From an optimization exercise on the open Yosys and OpenROAD flow, aimed at small area; shortcuts taken in it are not production practice.
Function was not checked in any run shown here: the RTL went through the layout flow alone.
No activity file was given, so power comes from the tool's default toggle rates.

$ cat design/flow/config.mk
export PLATFORM = sky130hd
export DESIGN_NAME = vdc_top
export DESIGN_NICKNAME = vdc_top
export VERILOG_FILES = /design/flow/design.v
export SDC_FILE = /design/flow/constraint.sdc
export NUM_CORES = 4
export LEC_CHECK = 0
export CAP_MARGIN = 0
export CORE_MARGIN = 2
export CORE_UTILIZATION = 40
export CTS_BUF_LIST = sky130_fd_sc_hd__clkbuf_8
export CTS_CLUSTER_DIAMETER = 50
export CTS_CLUSTER_SIZE = 16
export SLEW_MARGIN = 0
$ cat design/flow/run.sh
#!/bin/bash
# synth_recipe.tcl (not shown) runs the flow's synth.tcl, then flattens the netlist and writes it again
# the make line also repeats each setting of config.mk as NAME=value (left out here)
make -C /OpenROAD-flow-scripts/flow DESIGN_CONFIG=/design/flow/config.mk WORK_HOME=/design/flow/orfs CLKGATE_MAP_FILE= SYNTH_SCRIPT=/design/flow/synth_recipe.tcl finish
$ cat design/flow/constraint.sdc
create_clock -name core_clock -period 8.0 [get_ports {clk}]
set_input_delay 1.6000 -clock core_clock [delete_from_list [all_inputs] [get_ports {clk}]]
set_output_delay 1.6000 -clock core_clock [all_outputs]
set_load 0.01 [all_outputs]
$ cat design/flow/design.v
package vdc_pkg;
	typedef enum logic [6:0] {
		REG_HT        = 7'd0,    
		REG_HP        = 7'd2,    
		REG_SYNCW     = 7'd3,    
		REG_VT        = 7'd4,    
		REG_VP        = 7'd7,    
		REG_CTV       = 7'd9,    
		REG_CTH       = 7'd22,   
		REG_POL       = 7'd37,   
		REG_MODE      = 7'd38,   
		REG_COL       = 7'd39,   
		REG_PIX       = 7'd40,   
		REG_ROW       = 7'd41,   
		REG_LINE      = 7'd42,   
		REG_IRQ_ROW   = 7'd43,   
		REG_IRQ_LINE  = 7'd44,   
		REG_IRQ_COL   = 7'd45,   
		REG_IRQ_PIX   = 7'd46    
	} vdc_reg_e;
	typedef enum logic [1:0] {
		CH_RED,
		CH_GREEN,
		CH_BLUE
	} pal_chan_e;
	typedef struct packed {
		logic [7:0]  ht;           
		logic [7:0]  hp;           
		logic [7:0]  vt;           
		logic [7:0]  vp;           
		logic [3:0]  hw;           
		logic [3:0]  vw;           
		logic [3:0]  cth;          
		logic [4:0]  ctv;          
		logic        hspol;
		logic        vspol;
		logic        tt8bg;        
		logic [15:0] irq_raster;   
		logic [15:0] irq_column;   
	} beam_cfg_t;
	typedef struct packed {
		logic [7:0] col;
		logic [3:0] pixel;
		logic [7:0] row;
		logic [4:0] line;
	} beam_pos_t;
	typedef struct packed {
		logic       valid;
		pal_chan_e  chan;
		logic [3:0] index;
		logic [7:0] value;
	} pal_wr_t;
	typedef struct packed {
		logic [7:0] red;
		logic [7:0] green;
		logic [7:0] blue;
	} rgb_t;
endpackage
module vdc_regs (
	input  logic                    clk,
	input  logic                    reset,
	input  logic                    cs,
	input  logic                    we,
	input  logic [8-1:0]  db_in,
	input  logic [7-1:0]   direct_reg,
	input  vdc_pkg::beam_pos_t      pos,
	output logic [8-1:0]  db_out,
	output vdc_pkg::beam_cfg_t      cfg,
	output logic                    pal_we,
	output logic [5:0]              pal_adr,
	output logic [7:0]              pal_val
);
	logic [6-1:0]  sel;         
	logic [7-1:0]  target;      
	logic [8-1:0] rd_val;
	logic                   wr_cyc;
	logic                   rd_cyc;
	logic                   sel_cyc;     
	assign wr_cyc  = cs & we;
	assign rd_cyc  = cs & ~we;
	assign sel_cyc = (direct_reg == '0);
	assign target = (direct_reg == 7'(1) || !cfg.tt8bg) ? {1'b0, sel} : direct_reg;
	always_ff @(posedge clk) begin
		if (reset) begin
			sel            <= '0;
			cfg            <= '0;                
			cfg.irq_raster <= 16'hFFFF;
			cfg.irq_column <= 16'hFFFF;
		end else if (wr_cyc) begin
			if (sel_cyc) begin
				sel <= db_in[6-1:0];
			end else begin
				case (target)
					vdc_pkg::REG_HT:       cfg.ht <= db_in;
					vdc_pkg::REG_HP:       cfg.hp <= db_in;
					vdc_pkg::REG_SYNCW: begin
						cfg.vw <= db_in[7:4];
						cfg.hw <= db_in[3:0];
					end
					vdc_pkg::REG_VT:       cfg.vt <= db_in;
					vdc_pkg::REG_VP:       cfg.vp <= db_in;
					vdc_pkg::REG_CTV:      cfg.ctv <= db_in[4:0];
					vdc_pkg::REG_CTH:      cfg.cth <= db_in[7:4];      
					vdc_pkg::REG_POL: begin
						cfg.hspol <= db_in[7];
						cfg.vspol <= db_in[6];
					end
					vdc_pkg::REG_MODE:     cfg.tt8bg <= (db_in == 8'h74);   
					vdc_pkg::REG_IRQ_ROW:  cfg.irq_raster[15:8] <= db_in;
					vdc_pkg::REG_IRQ_LINE: cfg.irq_raster[7:0]  <= db_in;
					vdc_pkg::REG_IRQ_COL:  cfg.irq_column[15:8] <= db_in;
					vdc_pkg::REG_IRQ_PIX:  cfg.irq_column[7:0]  <= db_in;
					default: ;                                         
				endcase
			end
		end
	end
	always_comb begin
		rd_val = 8'hFF;
		if (!sel_cyc) begin
			case (target)
				vdc_pkg::REG_HT:    rd_val = cfg.ht;
				vdc_pkg::REG_HP:    rd_val = cfg.hp;
				vdc_pkg::REG_SYNCW: rd_val = {cfg.vw, cfg.hw};
				vdc_pkg::REG_VT:    rd_val = cfg.vt;
				vdc_pkg::REG_VP:    rd_val = cfg.vp;
				vdc_pkg::REG_CTV:   rd_val = {3'b111, cfg.ctv};
				vdc_pkg::REG_CTH:   rd_val = {cfg.cth, 4'hF};
				vdc_pkg::REG_POL:   rd_val = {cfg.hspol, cfg.vspol, 6'h3F};
				default:            rd_val = 8'hFF;
			endcase
			if (cfg.tt8bg) begin
				case (target)
					vdc_pkg::REG_MODE:     rd_val = 8'h74;
					vdc_pkg::REG_COL:      rd_val = pos.col;
					vdc_pkg::REG_PIX:      rd_val = {4'hF, pos.pixel};
					vdc_pkg::REG_ROW:      rd_val = pos.row;
					vdc_pkg::REG_LINE:     rd_val = {3'b111, pos.line};
					vdc_pkg::REG_IRQ_ROW:  rd_val = cfg.irq_raster[15:8];
					vdc_pkg::REG_IRQ_LINE: rd_val = cfg.irq_raster[7:0];
					vdc_pkg::REG_IRQ_COL:  rd_val = cfg.irq_column[15:8];
					vdc_pkg::REG_IRQ_PIX:  rd_val = cfg.irq_column[7:0];
					default: ;
				endcase
			end
		end
	end
	always_ff @(posedge clk) begin
		if (rd_cyc) begin
			db_out <= rd_val;    
		end
	end
	assign pal_we  = wr_cyc && cfg.tt8bg && direct_reg[6] && !(direct_reg[5] && direct_reg[4]);
	assign pal_adr = direct_reg[5:0];
	assign pal_val = db_in;
endmodule
module vdc_beam (
	input  logic               clk,
	input  logic               reset,
	input  vdc_pkg::beam_cfg_t cfg,
	output vdc_pkg::beam_pos_t pos,
	output logic               hsync,
	output logic               vsync,
	output logic               irq
);
	logic       pix_end;     
	logic       col_end;     
	logic       line_end;    
	logic       line_over;   
	logic       row_end;     
	logic       step_line;
	logic       step_row;
	logic [8:0] hs_off;      
	logic       hs_raw;
	logic       vs_raw;
	logic       irq_v;
	logic       irq_h;
	logic       irq_any;     
	assign pix_end   = (pos.pixel >= cfg.cth);
	assign col_end   = (pos.col >= cfg.ht);
	assign line_end  = (pos.line >= cfg.ctv);
	assign line_over = line_end && (pos.line != cfg.ctv);
	assign row_end   = (pos.row >= cfg.vt);
	assign step_line = pix_end & col_end;
	assign step_row  = step_line & line_end;
	always_ff @(posedge clk) begin
		if (reset) begin
			pos <= '0;
		end else begin
			pos.pixel <= pix_end ? 4'd0 : pos.pixel + 4'd1;
			if (pix_end) begin
				pos.col <= col_end ? 8'd0 : pos.col + 8'd1;
			end
			if (line_over) begin
				pos.line <= '0;      
			end else if (step_line) begin
				pos.line <= line_end ? 5'd0 : pos.line + 5'd1;
			end
			if (step_row) begin
				pos.row <= row_end ? 8'd0 : pos.row + 8'd1;
			end
		end
	end
	assign hs_off = {1'b0, pos.col} - {1'b0, cfg.hp};
	assign hs_raw = !hs_off[8] && (hs_off[7:4] == 4'd0) && (hs_off[3:0] < cfg.hw);
	assign vs_raw = (pos.row == cfg.vp) && (pos.line < {1'b0, cfg.vw});
	assign irq_v = cfg.tt8bg && (pos.row == cfg.irq_raster[15:8]) &&
	               (pos.line == cfg.irq_raster[4:0]);
	assign irq_h = cfg.tt8bg && (pos.col == cfg.irq_column[15:8]) &&
	               (pos.pixel == cfg.irq_column[3:0]);
	assign irq_any = (cfg.irq_raster == 16'hFFFF) || (cfg.irq_column == 16'hFFFF);
	always_ff @(posedge clk) begin
		if (reset) begin
			hsync <= 1'b0;
			vsync <= 1'b0;
			irq   <= 1'b0;
		end else begin
			hsync <= hs_raw ^ cfg.hspol;
			vsync <= vs_raw ^ cfg.vspol;
			irq   <= irq_any ? (irq_v | irq_h) : (irq_v & irq_h);    
		end
	end
endmodule
module vdc_palette (
	input  logic                  clk,
	input  logic                  reset,
	input  logic                  pal_we,    
	input  logic [5:0]            pal_adr,   
	input  logic [7:0]            pal_val,
	input  logic [4-1:0] rgbi,
	output logic [23:0]           rgb
);
	logic [23:0] pal [16];
	localparam logic [24*16-1:0] DEF_RGB = {
		24'hFFFFFF,   
		24'hAAAAAA,   
		24'hFFFF00,   
		24'h3F3F00,   
		24'hFF00FF,   
		24'h3F003F,   
		24'hFF0000,   
		24'h7F0000,   
		24'h00FFFF,   
		24'h007F7F,   
		24'h00FF00,   
		24'h007F00,   
		24'h0000FF,   
		24'h00007F,   
		24'h555555,   
		24'h000000    
	};
	logic [7:0] val0;        
	logic [7:0] val1;        
	assign val0 = pal_val & {8{~reset}};
	assign val1 = pal_val | {8{reset}};
	for (genvar i = 0; i < 16; i++) begin : g_ent
		for (genvar c = 0; c < 3; c++) begin : g_chan
			localparam logic [7:0] DEF = DEF_RGB[24*i + 8*(2-c) +: 8];
			logic en;
			assign en = reset | (pal_we && pal_adr == 6'(16*c + i));
			always_ff @(posedge clk) begin
				if (en)
					pal[i][8*(2-c) +: 8] <= (DEF & val1) | (~DEF & val0);
			end
		end
	end
	logic [16-1:0] hot;
	logic [23:0]              rd;
	always_comb begin
		rd = '0;
		for (int i = 0; i < 16; i++) begin
			hot[i] = (rgbi == 4'(i));
			rd     = rd | (pal[i] & {24{hot[i]}});
		end
	end
	always_ff @(posedge clk) begin
		rgb <= rd;    
	end
endmodule
module vdc_top (
	input  logic          clk,
	input  logic          reset,
	input  logic          cs,            
	input  logic          we,            
	input  logic [7:0]    db_in,
	input  logic [6:0]    direct_reg,    
	input  logic [3:0]    rgbi,          
	output logic [7:0]    db_out,
	output logic          hsync,
	output logic          vsync,
	output logic          irq,
	output vdc_pkg::rgb_t rgb
);
	vdc_pkg::beam_cfg_t cfg;
	vdc_pkg::beam_pos_t pos;
	logic               pal_we;
	logic [5:0]         pal_adr;
	logic [7:0]         pal_val;
	vdc_regs i_regs (
		.clk        (clk),
		.reset      (reset),
		.cs         (cs),
		.we         (we),
		.db_in      (db_in),
		.direct_reg (direct_reg),
		.pos        (pos),
		.db_out     (db_out),
		.cfg        (cfg),
		.pal_we     (pal_we),
		.pal_adr    (pal_adr),
		.pal_val    (pal_val)
	);
	vdc_beam i_beam (
		.clk   (clk),
		.reset (reset),
		.cfg   (cfg),
		.pos   (pos),
		.hsync (hsync),
		.vsync (vsync),
		.irq   (irq)
	);
	vdc_palette i_palette (
		.clk     (clk),
		.reset   (reset),
		.pal_we  (pal_we),
		.pal_adr (pal_adr),
		.pal_val (pal_val),
		.rgbi    (rgbi),
		.rgb     (rgb)
	);
endmodule
==> results of run 1 <==
==> final cells by class <==
class | instances | area share
diodes | 2 | 0.000200
inverters | 51 | 0.00766
clock buffers | 58 | 0.0319
clock inverters | 43 | 0.0163
multi-input cells | 1066 | 0.287
repair buffers | 98 | 0.0350
well taps | 748 | 0.0374
flip-flops and latches | 534 | 0.584
==> worst reg2reg max path: stages (launching register included) <==
cell     delay (ns)
dfxtp_1        0.90
mux2_2         0.43
a41oi_2        0.36
nand3_1        0.34
nor3_2         0.98
a22oi_1        0.28
and4_1         0.28
a31oi_1        0.15
==> report_power, final <==
part           internal [mW]  switching [mW]
Combinational          0.131           0.282
Sequential              3.17          0.0616
Clock                  0.850            1.07
==> Yosys cell counts (3+ instances only) <==
cell type	instances	area share
nand3b_1	3	0.0010
nor3b_2	3	0.0017
o31ai_1	17	0.0057
nor2b_1	17	0.0048
and3_1	11	0.0031
a211oi_1	15	0.0051
ha_1	43	0.024
inv_1	50	0.0084
nor3_2	4	0.0018
nand2b_1	11	0.0031
nor2_1	38	0.0064
o211ai_1	7	0.0024
nand2_1	206	0.035
nor4_1	12	0.0034
xor2_1	23	0.0090
a21o_1	14	0.0047
and4_1	6	0.0024
buf_2	7	0.0016
nor3b_1	4	0.0013
edfxtp_1	392	0.53
clkbuf_1	100	0.017
mux2i_1	8	0.0036
o41ai_1	3	0.0012
nor3_1	29	0.0065
mux2_2	5	0.0025
nand3_1	120	0.027
a22oi_1	30	0.010
or2_2	9	0.0025
o21ai_0	15	0.0034
o21a_1	7	0.0024
a21oi_1	74	0.017
a221oi_1	106	0.042
and2_1	7	0.0020
a32oi_1	3	0.0012
a221o_1	3	0.0013
a22o_1	101	0.040
nand4_1	47	0.013
or4_1	10	0.0034
dfxtp_1	142	0.13
a31oi_1	7	0.0020
xnor2_1	21	0.0083
==> sequential cells by signal (all words and copies together) (netlist names) <==
| signal | cells |
|---|---|
| i_regs.db_out | 8 |
| i_beam.vsync | 1 |
| i_regs.cfg | 84 |
| i_beam.hsync | 1 |
| i_regs.sel | 6 |
| i_beam.irq | 1 |
| i_palette.rgb | 24 |
| i_palette.pal | 384 |
| i_beam.pos | 25 |
==> final timing paths <==
kind / to / slack (ns) / depth (start not counted)
worst max-delay path: i_regs.db_out[2] / 3.16 / 8
worst min-delay path: i_regs.cfg[72] / 0.47 / 2
worst max register to register: i_regs.db_out[1] / 4.07 / 7
worst min register to register: i_regs.cfg[72] / 0.47 / 2
==> layer usage <==
layer | vias to the layer above | part of all wire | wire (um)
li1 | 6948 | - | -
met3 | 115 | 0.076 | 5340
met2 | 724 | 0.48 | 33700
met5 | - | 0.00016 | 11
met4 | 2 | 0.024 | 1720
met1 | 7977 | 0.42 | 29500
==> through the flow <==
stage               setup WS, ns  cell area [um2]  cells   util  hold slack, ns
floorplan                   3.71            22300   1761      -           0.436
global placement            2.69            23800   2497  0.432           0.444
detailed placement          2.61            23800   2497  0.432           0.454
CTS                         3.28            25000   2598  0.454           0.467
global route                2.89            25000   2598  0.454           0.498
finish                      3.16            25000   2600  0.454           0.467
==> cells by family after synthesis <==
| logic type | Yosys count | share of synthesized area |
|---|---|---|
| simple gates | 545 | 0.122 |
| fa+ha+maj | 45 | 0.0255 |
| mux | 13 | 0.00612 |
| compound gates | 419 | 0.145 |
| xor+xnor | 44 | 0.0173 |
| flops | 534 | 0.656 |
| buf+inv | 161 | 0.0282 |
==> impl_metrics.toml, run 1 <==
[synth]
syn_inst = 1761
synth_ff_type = "edfxtp_1"
yosys_warnings = 4
yosys_register_bits = 534
synth_edf_count = 392
async_flop_share = 0
syn_nets = 1828
yosysUniqueCellTypes = 67
netlist_area_mm2 = 0.0223
syn_avg_cell_area_um2 = 12.6
ys_seq_area_frac = 0.656

[place]
place_congestion = 0.942
port_buffers = 57
place_hpwl_um = 43300

[die]
ios = 58
die_area_mm2 = 0.0576
initial_core_util = 0.404
core_area_mm2 = 0.0551
die_h_um = 240
die_w_um = 240
num_rows = 86

[clocking]
cts_buffer_depth = 3
root_buffer = "clkbuf_8"
cts_buffers = 54
post_cts.repair.setup_buffers = 0
htreeDepth = 2
clk_latency_ns = 0.70
cts_sinks = 534
path_clk_slew_ns = 0.09
cts_tree = "built"
cts_hold_buffers = 0
post_cts_resized = 0

[worst_setup_path]
max_stage_delay_ns = 0.80
critPathLaunch = "direct_reg[1]"
cp.arrival_ns = 5.32
cp-end-kind = "register"
crit_type = "input port to register"
cp_num_buf_inv = 1
crit_slowest_cell = "nor3b_1"
critical_path.top_delay_family = "simple AND/OR/NAND/NOR gates"
cp_cell_sequence = "clkdlybuf4s50_1 > nor3b_1 > a41oi_2 > or3_1 > nor3_1 > a22oi_1 > and4_1 > a21oi_1"
worstReg2RegStart = "i_regs.cfg[32]"
cp_max_fo = 15
critPathLaunchType = "input port"
cp.required_ns = 8.48

[power]
p_per_area_mw_per_mm2 = 223
irDropWorstVdd_mv = 0.127
power_mw = 5.56
p_leak_nw = 8.46

[timing]
finClkSkew_ns = 0.0868
setup_violations = 0
slew_headroom = 0.169
rsz0062_at_grt = "false"
hold_violations = 0
tightest_slew_ns = 1.24
fmax_mhz = 207
fin_crit_ns = 4.84
min_period_over_period = 0.605
setup-tns-final_ns = 0
slew_violations = 0

[global_route]
gr-max-usage-layer = "met2"
antenna_found_initial = 2
met2_usage = 0.402
grt_overflow_total = 0
grt_pass1_vias = 15100
grt_max_degree = 82
met1_usage = 0.328
grt_util_met3 = 0.0412
grt_pass1_wl_um = 102000
track_usage = 0.242

[routing]
wire_per_inst_um = 27.0
totalWireLength_um = 70300
dr.pass1.iters = 5
drt_iter0_markers = 1702
via_count = 15800
ant_nets = 0
detail_route.vias_per_cell = 6.06
drc = 0

[flow_run]
maxCapViolations = 0

[final_layout]
syn_to_final_growth_pct = 12.3
final_cell_mix = "392 x edfxtp_1, 206 x nand2_1, 142 x dfxtp_1"
multi_input_area_mm2 = 0.00718
regArea_mm2 = 0.0146
fillers = 5054
drive_above_1_share = 0.100
mostFrequentLayoutCell = "edfxtp_1"
num-nets-final = 1872

[hold_path]
worst_hold_startpoint = "i_regs.cfg[72]"
hold_path.class = "register to register"

[run_status]
run_status = "complete, no violations"
==> inputs of run 2 (changes only) <==
--- a/design/flow/config.mk
+++ b/design/flow/config.mk
@@ -9,6 +9,6 @@
 export CORE_MARGIN = 2
 export CORE_UTILIZATION = 40
-export CTS_BUF_LIST = sky130_fd_sc_hd__clkbuf_8
-export CTS_CLUSTER_DIAMETER = 50
-export CTS_CLUSTER_SIZE = 16
+export CTS_BUF_LIST = sky130_fd_sc_hd__clkbuf_4
+export CTS_CLUSTER_DIAMETER = 40
+export CTS_CLUSTER_SIZE = 10
 export SLEW_MARGIN = 0
==> run 2 against run 1 <==
Combinational power about the same. Via count increased by 1.6%. Critical endpoint is now i_regs.db_out[3]. Count of clock-buffer cells in the layout increased by 48. Critical path type unchanged. First-iteration DRC count increased by 1.1%. Highest routed layer unchanged.
==> impl_metrics.toml, run 2 <==
[run_status]
run_status = "complete, no violations"

[timing]
finClkSkew_ns = 0.0928
rsz0062_at_grt = "false"
layout_setup_ws_ns = 3.31
setup-tns-final_ns = 0
slew_headroom = 0.150
min_period_over_period = 0.586
slew_violations = 0
hold_violations = 0
fin_crit_ns = 4.69
setup_violations = 0
fmax_mhz = 213
tightest_slew_ns = 1.27

[synth]
muxShareOfSynthArea = 0.00612
synth_compound_area_frac = 0.145
synth_common_cells = "392 x edfxtp_1, 206 x nand2_1, 142 x dfxtp_1"
synth_area_leader_cell = "edfxtp_1"
syn_inst = 1761
syn_nets = 1828
synth_top_area_frac = 0.529
synth_most_common_cell = "edfxtp_1"
synth_xor_area_frac = 0.0173
synthSimpleGateAreaFrac = 0.122
synthAdderAreaFrac = 0.0255
yosysUniqueCellTypes = 67
synth_ff_type = "edfxtp_1"
netlist_area_mm2 = 0.0223
synth_edf_count = 392
yosys_register_bits = 534
synth_top_family_by_area = "compound AO/OA/AOI/OAI gates"
async_flop_share = 0
yosys_warnings = 4
ys_seq_area_frac = 0.656
syn_avg_cell_area_um2 = 12.6
synth_area_leaders = "edfxtp_1 53%, dfxtp_1 13%, a221oi_1 4.2%"

[worst_setup_path]
crit_slowest_cell = "nor3_1"
max_stage_delay_ns = 0.81
cp.arrival_ns = 5.31
critPathLaunchType = "input port"
worstReg2RegStart = "i_regs.cfg[32]"
cp_max_fo = 15
rr_endpoint = "i_regs.db_out[1]"
rr_worst_depth = 7
cp_cell_sequence = "clkdlybuf4s50_1 > nor3b_1 > a41oi_2 > or3_1 > nor3_1 > a221o_1 > a221oi_1 > a31oi_1"
cp-end-kind = "register"
ff2ff_setup_slack_ns = 4.07
cp.required_ns = 8.63
crit_type = "input port to register"

[place]
place_hpwl_um = 43300
dp_slack_ns = 2.61
port_buffers = 57
dp_cells = 2497
dpl_cell_area_mm2 = 0.0238
place_congestion = 0.942

[final_layout]
num-nets-final = 1900
stdcell_count = 2649
final_cell_mix = "392 x edfxtp_1, 206 x nand2_1, 142 x dfxtp_1"
drive_above_1_share = 0.123
mostFrequentLayoutCell = "edfxtp_1"
reg_top3 = "i_palette.pal (384), i_regs.cfg (84), i_beam.pos (25)"
syn_to_final_growth_pct = 12.9
finish.instance_area_mm2 = 0.0251
largest_reg_flops = 384
top_register = "i_palette.pal"

[global_route]
grt_pass1_vias = 15300
grt_overflow_total = 0
grt_pass1_wl_um = 103000
antenna_found_initial = 4
track_usage = 0.246
grt_max_degree = 82

[routing]
dr.pass1.iters = 6
wire_per_inst_um = 26.7
totalWireLength_um = 70600
drt_iter0_markers = 1720
ant_nets = 0
detail_route.vias_per_cell = 6.05
drc = 0
via_count = 16000

[power]
switching_share = 0.241
comb_power_share = 0.072
irDropWorstVdd_mv = 0.129
p_switching_mw = 1.38
p_per_area_mw_per_mm2 = 227
seq_power_share = 0.566
intPower_mw = 4.34
p_clk_frac = 0.362
p_leak_nw = 8.55

[clocking]
cts_buffers = 82
post_cts.repair.setup_buffers = 0
cts_tree = "built"
cts_buffer_depth = 3
post_cts_resized = 0
clk_latency_ns = 0.87
root_buffer = "clkbuf_4"
htreeDepth = 3
path_clk_slew_ns = 0.07
cts_sinks = 534
cts_hold_buffers = 0

[hold_path]
whs_path_depth = 2
worst_hold_startpoint = "i_regs.cfg[72]"
hold_path.class = "register to register"
min_to = "i_regs.cfg[72]"

[die]
die_w_um = 240
ios = 58
initial_core_util = 0.404
core_area_mm2 = 0.0551
num_rows = 86
die_h_um = 240
die_area_mm2 = 0.0576

[flow_run]
maxCapViolations = 0
[run 2: stage by stage]
step,power (mW),hold WS [ns],utilization
final,5.72,0.460,0.456
after global routing,5.92,0.496,0.456
after CTS,5.75,0.465,0.456
after floorplan,3.48,0.436,-
after detailed placement,3.71,0.454,0.432
after global placement,3.70,0.444,0.432
[run 2: worst max-delay path by stage]
stage / startpoint / to / slack (ns) / cells after the start
2_1_floorplan: direct_reg[3] / i_regs.db_out[6] / 3.71 / 10
3_3_place_gp: direct_reg[3] / i_regs.db_out[2] / 2.69 / 8
3_5_place_dp: direct_reg[1] / i_regs.db_out[2] / 2.61 / 8
4_1_cts: direct_reg[1] / i_regs.db_out[3] / 3.51 / 8
5_1_grt: direct_reg[1] / i_regs.db_out[2] / 3.14 / 8
6_report: direct_reg[1] / i_regs.db_out[3] / 3.31 / 8
[run 2: critical path, delay by kind of cell]
kind / cells / cell delay, ns
AND/OR/NAND/NOR: 3 / 2.13
AO/OA/AOI/OAI: 4 / 0.86
buffers and inverters: 1 / 0.70
[run 2: layout make-up]
class	instances	area [um2]
Timing Repair Buffer	98	876
Inverter	51	191
Tap cell	748	936
Multi-Input combinational cell	1066	7180
Fill cell	5066	30000
Clock buffer	106	796
Sequential cell	534	14600
Antenna cell	1	2.50
Clock inverter	45	538
[run 2: cells by family after synthesis]
logic type,after synthesis
xor gates and xnor gates,44
adders and majority gates,45
buffers and inverters,161
muxes,13
and+or+nand+nor,545
AOI/OAI and AO/OA,419
DFF,534
[run 2: power by group through the flow]
stage,registers (mW),clock network [mW],logic [mW]
after floorplan,3.28,0,0.195
after global placement,3.29,0,0.406
after detailed placement,3.30,0,0.410
after CTS,3.23,2.11,0.412
after global routing,3.25,2.23,0.441
final,3.23,2.07,0.413
[run 2: per-layer routing]
metal  part of all wire  wire (um)  track usage  vias up
li1                   -          -            -     7049
met1               0.42      29600        0.327     8119
met2               0.48      33700        0.405      712
met3              0.075       5330       0.0538      138
met4              0.028       2010       0.0745        4
met5            0.00042         30            0        -
==> inputs of run 3 (changes only) <==
--- a/design/flow/design.v
+++ b/design/flow/design.v
@@ -67,14 +67,14 @@
 	output logic [8-1:0]  db_out,
 	output vdc_pkg::beam_cfg_t      cfg,
-	output logic                    pal_we,
-	output logic [5:0]              pal_adr,
-	output logic [7:0]              pal_val
+	output vdc_pkg::pal_wr_t        pal_wr
 );
 	logic [6-1:0]  sel;         
 	logic [7-1:0]  target;      
+	logic [7-1:0]  pal_off;     
 	logic [8-1:0] rd_val;
 	logic                   wr_cyc;
 	logic                   rd_cyc;
 	logic                   sel_cyc;     
+	logic                   pal_hit;
 	assign wr_cyc  = cs & we;
 	assign rd_cyc  = cs & ~we;
@@ -151,7 +151,22 @@
 		end
 	end
-	assign pal_we  = wr_cyc && cfg.tt8bg && direct_reg[6] && !(direct_reg[5] && direct_reg[4]);
-	assign pal_adr = direct_reg[5:0];
-	assign pal_val = db_in;
+	assign pal_hit = wr_cyc && !sel_cyc && target >= 7'd64 &&
+	                 target < (7'd96 + 7'(16));
+	always_comb begin
+		pal_wr  = '0;
+		pal_off = target - 7'd64;
+		if (target >= 7'd96) begin
+			pal_wr.chan = vdc_pkg::CH_BLUE;
+			pal_off     = target - 7'd96;
+		end else if (target >= 7'd80) begin
+			pal_wr.chan = vdc_pkg::CH_GREEN;
+			pal_off     = target - 7'd80;
+		end else begin
+			pal_wr.chan = vdc_pkg::CH_RED;
+		end
+		pal_wr.valid = pal_hit;
+		pal_wr.index = pal_off[4-1:0];
+		pal_wr.value = db_in;
+	end
 endmodule
 module vdc_beam (
@@ -167,9 +182,8 @@
 	logic       col_end;     
 	logic       line_end;    
-	logic       line_over;   
 	logic       row_end;     
 	logic       step_line;
 	logic       step_row;
-	logic [8:0] hs_off;      
+	logic [8:0] hs_stop;     
 	logic       hs_raw;
 	logic       vs_raw;
@@ -180,5 +194,4 @@
 	assign col_end   = (pos.col >= cfg.ht);
 	assign line_end  = (pos.line >= cfg.ctv);
-	assign line_over = line_end && (pos.line != cfg.ctv);
 	assign row_end   = (pos.row >= cfg.vt);
 	assign step_line = pix_end & col_end;
@@ -192,5 +205,5 @@
 				pos.col <= col_end ? 8'd0 : pos.col + 8'd1;
 			end
-			if (line_over) begin
+			if (pos.line > cfg.ctv) begin
 				pos.line <= '0;      
 			end else if (step_line) begin
@@ -202,7 +215,7 @@
 		end
 	end
-	assign hs_off = {1'b0, pos.col} - {1'b0, cfg.hp};
-	assign hs_raw = !hs_off[8] && (hs_off[7:4] == 4'd0) && (hs_off[3:0] < cfg.hw);
-	assign vs_raw = (pos.row == cfg.vp) && (pos.line < {1'b0, cfg.vw});
+	assign hs_stop = {1'b0, cfg.hp} + {5'd0, cfg.hw};
+	assign hs_raw  = (pos.col >= cfg.hp) && ({1'b0, pos.col} < hs_stop);
+	assign vs_raw  = (pos.row == cfg.vp) && (pos.line < {1'b0, cfg.vw});
 	assign irq_v = cfg.tt8bg && (pos.row == cfg.irq_raster[15:8]) &&
 	               (pos.line == cfg.irq_raster[4:0]);
@@ -225,55 +238,47 @@
 	input  logic                  clk,
 	input  logic                  reset,
-	input  logic                  pal_we,    
-	input  logic [5:0]            pal_adr,   
-	input  logic [7:0]            pal_val,
+	input  vdc_pkg::pal_wr_t      pal_wr,
 	input  logic [4-1:0] rgbi,
-	output logic [23:0]           rgb
+	output vdc_pkg::rgb_t         rgb
 );
-	logic [23:0] pal [16];
-	localparam logic [24*16-1:0] DEF_RGB = {
-		24'hFFFFFF,   
-		24'hAAAAAA,   
-		24'hFFFF00,   
-		24'h3F3F00,   
-		24'hFF00FF,   
-		24'h3F003F,   
-		24'hFF0000,   
-		24'h7F0000,   
-		24'h00FFFF,   
-		24'h007F7F,   
-		24'h00FF00,   
-		24'h007F00,   
-		24'h0000FF,   
-		24'h00007F,   
-		24'h555555,   
-		24'h000000    
-	};
-	logic [7:0] val0;        
-	logic [7:0] val1;        
-	assign val0 = pal_val & {8{~reset}};
-	assign val1 = pal_val | {8{reset}};
-	for (genvar i = 0; i < 16; i++) begin : g_ent
-		for (genvar c = 0; c < 3; c++) begin : g_chan
-			localparam logic [7:0] DEF = DEF_RGB[24*i + 8*(2-c) +: 8];
-			logic en;
-			assign en = reset | (pal_we && pal_adr == 6'(16*c + i));
-			always_ff @(posedge clk) begin
-				if (en)
-					pal[i][8*(2-c) +: 8] <= (DEF & val1) | (~DEF & val0);
+	logic [7:0] pal_r [16];
+	logic [7:0] pal_g [16];
+	logic [7:0] pal_b [16];
+	function automatic vdc_pkg::rgb_t default_rgb(input int idx);
+		case (idx)
+			0:       default_rgb = 24'h000000;   
+			1:       default_rgb = 24'h555555;   
+			2:       default_rgb = 24'h00007F;   
+			3:       default_rgb = 24'h0000FF;   
+			4:       default_rgb = 24'h007F00;   
+			5:       default_rgb = 24'h00FF00;   
+			6:       default_rgb = 24'h007F7F;   
+			7:       default_rgb = 24'h00FFFF;   
+			8:       default_rgb = 24'h7F0000;   
+			9:       default_rgb = 24'hFF0000;   
+			10:      default_rgb = 24'h3F003F;   
+			11:      default_rgb = 24'hFF00FF;   
+			12:      default_rgb = 24'h3F3F00;   
+			13:      default_rgb = 24'hFFFF00;   
+			14:      default_rgb = 24'hAAAAAA;   
+			default: default_rgb = 24'hFFFFFF;   
+		endcase
+	endfunction
+	always_ff @(posedge clk) begin
+		if (reset) begin
+			for (int i = 0; i < 16; i++) begin
+				{pal_r[i], pal_g[i], pal_b[i]} <= default_rgb(i);
 			end
-		end
-	end
-	logic [16-1:0] hot;
-	logic [23:0]              rd;
-	always_comb begin
-		rd = '0;
-		for (int i = 0; i < 16; i++) begin
-			hot[i] = (rgbi == 4'(i));
-			rd     = rd | (pal[i] & {24{hot[i]}});
+		end else if (pal_wr.valid) begin
+			case (pal_wr.chan)       
+				vdc_pkg::CH_RED:   pal_r[pal_wr.index] <= pal_wr.value;
+				vdc_pkg::CH_GREEN: pal_g[pal_wr.index] <= pal_wr.value;
+				vdc_pkg::CH_BLUE:  pal_b[pal_wr.index] <= pal_wr.value;
+				default: ;
+			endcase
 		end
 	end
 	always_ff @(posedge clk) begin
-		rgb <= rd;    
+		rgb <= {pal_r[rgbi], pal_g[rgbi], pal_b[rgbi]};    
 	end
 endmodule
@@ -294,7 +299,5 @@
 	vdc_pkg::beam_cfg_t cfg;
 	vdc_pkg::beam_pos_t pos;
-	logic               pal_we;
-	logic [5:0]         pal_adr;
-	logic [7:0]         pal_val;
+	vdc_pkg::pal_wr_t   pal_wr;
 	vdc_regs i_regs (
 		.clk        (clk),
@@ -307,7 +310,5 @@
 		.db_out     (db_out),
 		.cfg        (cfg),
-		.pal_we     (pal_we),
-		.pal_adr    (pal_adr),
-		.pal_val    (pal_val)
+		.pal_wr     (pal_wr)
 	);
 	vdc_beam i_beam (
@@ -321,11 +322,9 @@
 	);
 	vdc_palette i_palette (
-		.clk     (clk),
-		.reset   (reset),
-		.pal_we  (pal_we),
-		.pal_adr (pal_adr),
-		.pal_val (pal_val),
-		.rgbi    (rgbi),
-		.rgb     (rgb)
+		.clk    (clk),
+		.reset  (reset),
+		.pal_wr (pal_wr),
+		.rgbi   (rgbi),
+		.rgb    (rgb)
 	);
 endmodule
==> design/flow/config.mk (replaced) <==
export PLATFORM = sky130hd
export DESIGN_NAME = vdc_top
export DESIGN_NICKNAME = vdc_top
export VERILOG_FILES = /design/flow/design.v
export SDC_FILE = /design/flow/constraint.sdc
export NUM_CORES = 4
export LEC_CHECK = 0
export CAP_MARGIN = 20
export CORE_MARGIN = 2
export CORE_UTILIZATION = 40
export SLEW_MARGIN = 20
==> run 3 against run 2 <==
Still clean. Flip-flop and latch count unchanged. First-iteration DRC count up 11%. Register-to-register slack got worse by 0.09 ns. Final cell count increased by 11%. Area after synthesis up 17%. Global-route usage shrank 3.3 points. Clock skew decreased by 0.058 ns. Sequential share of layout area is 8.0 points lower. Die area increased by 16%. Count of clock-buffer cells in the layout fell by 23. Wire length is 0.75% higher. Non-clock buffer count decreased by 10. Critical endpoint is now i_palette.pal_r[5][0].
==> impl_metrics.toml, run 3 <==
[worst_setup_path]
cp_num_buf_inv = 2
cp_cell_sequence = "clkdlybuf4s50_1 > or3_1 > nor3_2 > or2_2 > nor4_4 > nand2b_2 > buf_4 > o21ai_0"
critPathLaunchType = "input port"
cp_max_fo = 46
critical_path.top_delay_family = "simple AND/OR/NAND/NOR gates"
crit_slowest_cell = "o21ai_0"
cp-end-kind = "register"
crit_type = "input port to register"
cp.required_ns = 8.25
max_stage_delay_ns = 0.87
cp.arrival_ns = 5.78

[routing]
via_count = 17000
drt_iter0_markers = 1910
drc = 0
detail_route.vias_per_cell = 5.77
wire_per_inst_um = 24.2
dr.pass1.iters = 7
totalWireLength_um = 71200
ant_nets = 0

[synth]
ys_seq_area_frac = 0.563
syn_nets = 2136
synth_area_leader_cell = "edfxtp_1"
synth_top_area_frac = 0.453
yosys_register_bits = 534
synth_edf_count = 392
async_flop_share = 0
synth_common_cells = "392 x edfxtp_1, 142 x dfxtp_1, 131 x clkbuf_1"
synth_area_leaders = "edfxtp_1 45%, dfxtp_1 11%, mux4_2 10%"
syn_inst = 2061
syn_avg_cell_area_um2 = 12.6
synth_ff_type = "edfxtp_1"
synth_most_common_cell = "edfxtp_1"
yosys_warnings = 3
yosysUniqueCellTypes = 82
netlist_area_mm2 = 0.0260

[power]
power_mw = 6.41
irDropWorstVdd_mv = 0.177
p_leak_nw = 9.43
p_per_area_mw_per_mm2 = 220

[final_layout]
fillers = 5720
final_cell_mix = "392 x edfxtp_1, 142 x dfxtp_1, 128 x nand2_1"
stdcell_count = 2940
finish.instance_area_mm2 = 0.0291
mostFrequentLayoutCell = "edfxtp_1"
drive_above_1_share = 0.159
fin_util = 0.453
multi_input_area_mm2 = 0.0104
regArea_mm2 = 0.0146
syn_to_final_growth_pct = 12.3
num-nets-final = 2111
reg_top3 = "i_palette.pal_b (128), i_palette.pal_g (128), i_palette.pal_r (128)"

[die]
initial_core_util = 0.403
die_w_um = 259
die_area_mm2 = 0.0670
core_area_mm2 = 0.0643
num_rows = 93
ios = 58
die_h_um = 259

[timing]
hold_violations = 0
fmax_mhz = 181
holdWs_ns = 0.485
setup-tns-final_ns = 0
finClkSkew_ns = 0.0349
fin_crit_ns = 5.54
slew_violations = 0
setup_violations = 0
tightest_slew_ns = 1.08
min_period_over_period = 0.692
slew_headroom = 0.272
layout_setup_ws_ns = 2.46
rsz0062_at_grt = "false"

[place]
dp_slack_ns = 1.90
place_hpwl_um = 47200
place_congestion = 0.930
dp_cells = 2831
dpl_cell_area_mm2 = 0.0271
port_buffers = 57

[run_status]
run_status = "complete, no violations"

[global_route]
grt_overflow_total = 0
track_usage = 0.213
grt_pass1_vias = 16900
grt_pass1_wl_um = 107000
grt_max_degree = 73
antenna_found_initial = 3

[clocking]
root_buffer = "clkbuf_16"
post_cts_resized = 0
htreeDepth = 2
path_clk_slew_ns = 0.06
post_cts.repair.setup_buffers = 0
cts_buffers = 57
cts_tree = "built"
cts_hold_buffers = 0
cts_buffer_depth = 3
clk_latency_ns = 0.64
cts_sinks = 534

[hold_path]
hold_path.class = "register to register"

[flow_run]
maxCapViolations = 0
## run 3: cell count changes in the layout (fill, tap and decap cells not counted), sizes merged, moves of 46 or more
cell    change
nand3      -63
nor2       +87
mux4      +120
a22o       -95
or3        +70
nand2b     +46
nor3       +68
nand2      -72
a221oi    -101
mux2i      +60
and2      +110
## run 3: cell families after synthesis
kind of cell	after synthesis	synth area share
flip-flops	534	0.563
multiplexers	189	0.131
buffers and inverters	225	0.0356
AO/OA/AOI/OAI	209	0.0589
AND/OR/NAND/NOR	801	0.169
adder cells (fa/ha/maj)	53	0.0257
XOR/XNOR	50	0.0169
## run 3: worst register-to-register path: stages (launching register included)
cell,delay [ns]
dfxtp_1,0.30
buf_4,0.27
mux2i_1,0.53
o31a_1,0.64
nand2_4,0.35
nor2_1,0.69
o41ai_4,0.22
a2111oi_0,0.65
a31oi_1,0.08
## run 3: area by class of cell
type | count | share of cell area
repair buffers | 88 | 0.0264
diodes | 1 | 0.0000859
clock inverters | 24 | 0.0129
clock buffers | 83 | 0.0572
inverters | 53 | 0.00683
well taps | 855 | 0.0367
flip-flops and latches | 534 | 0.501
multi-input cells | 1302 | 0.358
## run 3: power by group
part | internal [mW] | leakage (nW) | switching, mW | total (mW)
clock network | 1.71 | 0.993 | 1.12 | 2.83
logic | 0.191 | 3.47 | 0.258 | 0.448
registers | 3.08 | 4.97 | 0.0577 | 3.14
total | 4.98 | 9.43 | 1.43 | 6.41
## run 3: final timing paths
kind | slack [ns] | end | cells after the start | from
setup / recovery | 2.46 | i_palette.pal_r[5][0] | 8 | direct_reg[1]
hold / removal | 0.48 | i_regs.cfg[43] | 2 | i_regs.cfg[43]
setup reg to reg | 3.98 | i_regs.db_out[4] | 8 | i_regs.cfg[32]
hold reg to reg | 0.48 | i_regs.cfg[43] | 2 | i_regs.cfg[43]
## run 3: routing by layer
layer	share of wire	vias up	track usage	routed length [um]
li1	-	7696	-	-
met5	0	-	0	0
met2	0.48	723	0.350	34000
met4	0.031	0	0.0742	2220
met1	0.42	8414	0.290	29900
met3	0.071	144	0.0295	5090

re-timing with driven ports:
How much do the figures lean on ideal ports? The routed layouts below were timed once more, with nothing changed but the port constraints.
Step 1 assumes that a clkbuf_16 drives the clock port and a buf_2 every other input.
Step 2, shift: input delay + t, output delay - t, t = (earliest + latest rising clock arrival at the registers) / 2. This alone moves slack from input paths to output paths.
a / b / c = ideal / step 1 / step 2; a / b = the first two.
run | t (ns) | slack for setup (ns) | worst setup path after step 2 | slew at the worst register clock pin (ns) | pins driven straight from the clock port
run 1 | 0.711 | 3.158 / 3.159 / 2.448 | input to register | 0.11 / 0.11 | 1
run 2 | 0.884 | 3.314 / 3.315 / 2.431 | input to register | 0.12 / 0.12 | 1
run 3 | 0.689 | 2.465 / 2.484 / 1.795 | input to register | 0.07 / 0.07 | 1
After both steps every run listed still meets setup and hold. For run 2, which loses most, drivers alone change the setup slack by +0.001 ns; drivers and shift together by -0.883 ns.
